This design comes from an exercise in tuning for small area and a short achievable clock period on the open sky130 flow, not from production work. Only simulation tests tie the RTL to the original design; equivalence was not proved. Power figures rest on the tool's default switching activity, not on a simulated workload.

== build 58 ==
// boot_rom
module boot_rom (
  input  logic             clk,
  input  logic             rst_n,
  input  logic             clken,
  input  imem_pkg::iaddr_t fetch_addr,
  output imem_pkg::instr_t instruction,
  output logic             ready,
  input  logic             spi_miso,
  output logic             spi_cs,
  output logic             spi_sclk,
  output logic             spi_mosi
);
  localparam logic [5:0] PHASE0 = 6'd46;
  imem_pkg::iaddr_t phase, phase_n;
  logic [3:0]       dlo, dhi;
  logic [2:0]       a_lo, a_hi;
  logic [7:0]       sel_lo, sel_hi, hi0, late;
  logic             take;
  logic             hold;
  logic             ins;
  logic [3:0]       bit_j;
  assign a_lo = fetch_addr[3:1];
  assign a_hi = {fetch_addr[0], fetch_addr[5:4]};
  assign phase_n = !rst_n ? PHASE0 : phase + 6'd1;
  function automatic logic [3:0] diff_bits(input logic [2:0] p);
    diff_bits = {p[2] ^ (p[1:0] != 2'd3), p[2] ^ !p[1], p[2] ^ (p[1:0] == 2'd0), p[1] ^ !p[0]};
  endfunction
  always_ff @(posedge clk) begin
    phase <= phase_n;
    dlo   <= diff_bits(phase_n[2:0]);
    dhi   <= diff_bits(phase_n[5:3]);
    for (int x = 1; x < 8; x++) begin
      late[x] <= (3'(x) > phase_n[2:0]);    
    end
  end
  assign late[0] = 1'b0;
  imem_addr_dec u_dec (
    .a_lo  (a_lo),
    .a_hi  (a_hi),
    .phase (phase),
    .dlo   (dlo),
    .dhi   (dhi),
    .late  (late),
    .take  (take),
    .sel_lo(sel_lo),
    .sel_hi(sel_hi)
  );
  ...
Size in the first run: about 2100 cells after synthesis.
==> flow/config.mk <==
export PLATFORM = sky130hd
export DESIGN_NAME = boot_rom
export DESIGN_NICKNAME = boot_rom
export VERILOG_FILES = /design/flow/design.v
export SDC_FILE = /design/flow/constraint.sdc
export NUM_CORES = 4
export LEC_CHECK = 0
export CAP_MARGIN = 20
export CORE_MARGIN = 2
export CORE_UTILIZATION = 65
export CTS_CLUSTER_DIAMETER = 100
export CTS_CLUSTER_SIZE = 30
export SETUP_SLACK_MARGIN = 2.0
export SLEW_MARGIN = 20
export SYNTH_HIERARCHICAL = 1
export TNS_END_PERCENT = 10
==> flow/constraint.sdc <==
create_clock -name core_clock -period 4.0 [get_ports {clk}]
set_input_delay 0.8000 -clock core_clock [delete_from_list [all_inputs] [get_ports {clk}]]
set_output_delay 0.8000 -clock core_clock [all_outputs]
set_load 0.01 [all_outputs]
run.sh (not shown) runs the stock make flow with config.mk's settings and CLKGATE_MAP_FILE= SYNTH_SCRIPT=/design/flow/synth_recipe.tcl, a recipe that flattens the netlist after the stock synthesis.
Build 58 reached the end of the flow, and the finished layout is clean on the timing, design-rule and antenna checks.
Testbench counts of build 58, summed over its fixed seeds: boot cycles 51,816.
What build 1 does differently from build 58 at the input level:
# build 58
export LEC_CHECK = 0
export CAP_MARGIN = 20
export CORE_MARGIN = 2
export CORE_UTILIZATION = 65
export CTS_CLUSTER_DIAMETER = 100
export CTS_CLUSTER_SIZE = 30
export SETUP_SLACK_MARGIN = 2.0
export SLEW_MARGIN = 20
export SYNTH_HIERARCHICAL = 1
export TNS_END_PERCENT = 10
create_clock -name core_clock -period 4.0 [get_ports {clk}]
# build 1
export LEC_CHECK = 0
export CAP_MARGIN = 20
export CORE_MARGIN = 2
export CORE_UTILIZATION = 65
export CTS_CLUSTER_DIAMETER = 100
export CTS_CLUSTER_SIZE = 30
export PLACE_DENSITY = 0.75
export SETUP_SLACK_MARGIN = 1.6
export SLEW_MARGIN = 20
export SYNTH_HIERARCHICAL = 1
export TNS_END_PERCENT = 10
create_clock -name core_clock -period 4.0 [get_ports {clk}]
## What came out
Delta (build 1 minus build 58): total count of max-transition violations in the final report now sits at about the same level; share of total power consumed by net switching fell 0.60 points; total power -1.7%; number of antenna violations at the first check in global routing now sits lower; critical path depth lost 9.
Diff build 1..build 58 | final-layout setup total negative slack | negligible
Time the final worst path needs with I/O delays and setup | build 1 above build 58
Going from build 58 to build 1, share of the clock period used by the worst path after layout went up, total met2 wirelength after detailed routing dropped 5.0%, sum of routed wire length over all layers saw a decrease.
Here is what was changed in the inputs of build 21 compared with build 1.
# build 1
export LEC_CHECK = 0
export CAP_MARGIN = 20
export CORE_MARGIN = 2
export CORE_UTILIZATION = 65
export CTS_CLUSTER_DIAMETER = 100
export CTS_CLUSTER_SIZE = 30
export PLACE_DENSITY = 0.75
export SETUP_SLACK_MARGIN = 1.6
export SLEW_MARGIN = 20
export SYNTH_HIERARCHICAL = 1
export TNS_END_PERCENT = 10
create_clock -name core_clock -period 4.0 [get_ports {clk}]
# build 21
export LEC_CHECK = 0
export CAP_MARGIN = 20
export CORE_MARGIN = 2
export CORE_UTILIZATION = 65
export CTS_CLUSTER_DIAMETER = 100
export CTS_CLUSTER_SIZE = 26
export PLACE_DENSITY = 0.75
export SETUP_SLACK_MARGIN = 2.0
export SLEW_MARGIN = 20
export SYNTH_HIERARCHICAL = 1
export TNS_END_PERCENT = 10
create_clock -name core_clock -period 4.0 [get_ports {clk}]
--- outcome ---
Build 21 finished end to end and its layout was clean on timing, DRC and antenna. For the core utilization, build 21 came in 2.2 points higher than build 1 did. Compared with build 1, in build 21 leakage power total shows an increase of about 4.3%, maximum clock frequency shows an increase of 41 MHz, non-filler instance count after layout shows an increase of 42, aggregate routed wire length shows an increase of about 10%. Of the two values seen for kind of critical path, input pin to flip-flop was produced by build 21 and flip-flop to output port by build 1. Build 1 → build 21: part of the cycle the worst path needs shrank by 5.4 points, DRC marker count from the first detailed-route iteration went up, cell area after layout saw an increase. Changes observed in build 21 relative to build 1: worst hold slack increased by 0.018 ns relative to the old numbers; combinational fraction of design power increased by 1.6 points relative to the old numbers.
The following lists how build 36 was set up differently from build 21:
# build 21
export LEC_CHECK = 0
export CAP_MARGIN = 20
export CORE_MARGIN = 2
export CORE_UTILIZATION = 65
export CTS_CLUSTER_DIAMETER = 100
export CTS_CLUSTER_SIZE = 26
export PLACE_DENSITY = 0.75
export SETUP_SLACK_MARGIN = 2.0
export SLEW_MARGIN = 20
export SYNTH_HIERARCHICAL = 1
export TNS_END_PERCENT = 10
create_clock -name core_clock -period 4.0 [get_ports {clk}]
# build 36
export LEC_CHECK = 0
export CAP_MARGIN = 20
export CORE_MARGIN = 2
export CORE_UTILIZATION = 60
export CTS_CLUSTER_DIAMETER = 100
export CTS_CLUSTER_SIZE = 30
export PLACE_DENSITY = 0.75
export SETUP_SLACK_MARGIN = 2.0
export SLEW_MARGIN = 20
export SYNTH_HIERARCHICAL = 1
export TNS_END_PERCENT = 10
create_clock -name core_clock -period 4.0 [get_ports {clk}]
--- outcome ---
- Build 36 vs. build 21: worst setup slack fell 0.059 ns, chip width increased by 4.0% relative to the old numbers, site row count went up about 5%.
- The higher final cell count came out of build 36.

-- re-timing with driven ports --
How much do the figures lean on ideal ports? The routed layouts below were timed once more, with nothing changed but the port constraints.
Step 1 sets driving cells, clkbuf_16 on the clock port and buf_2 on the other inputs (assumed; they add their load-dependent delay and slew).
Step 2 times the ports against the registers' clock, not the clock port: input delays grow and output delays shrink by t, the midpoint of the rising clock arrivals with the driver on.
Slacks: ideal / step 1 / step 2; pairs: ideal / step 1.
run | t (ns) | slack for setup (ns) | slew at the worst register clock pin (ns)
build 58 | 0.663 | 1.773 / 1.775 / 1.112 | 0.11 / 0.11
build 1 | 0.650 | 1.599 / 1.543 / 1.071 | 0.11 / 0.11
build 21 | 0.667 | 1.813 / 1.816 / 1.162 | 0.10 / 0.10
build 36 | 0.657 | 1.754 / 1.763 / 1.112 | 0.11 / 0.11
After both steps every run listed still meets setup and hold. The setup slack of build 58, which loses most, moves by +0.002 ns with the drivers and by -0.661 ns with both steps.
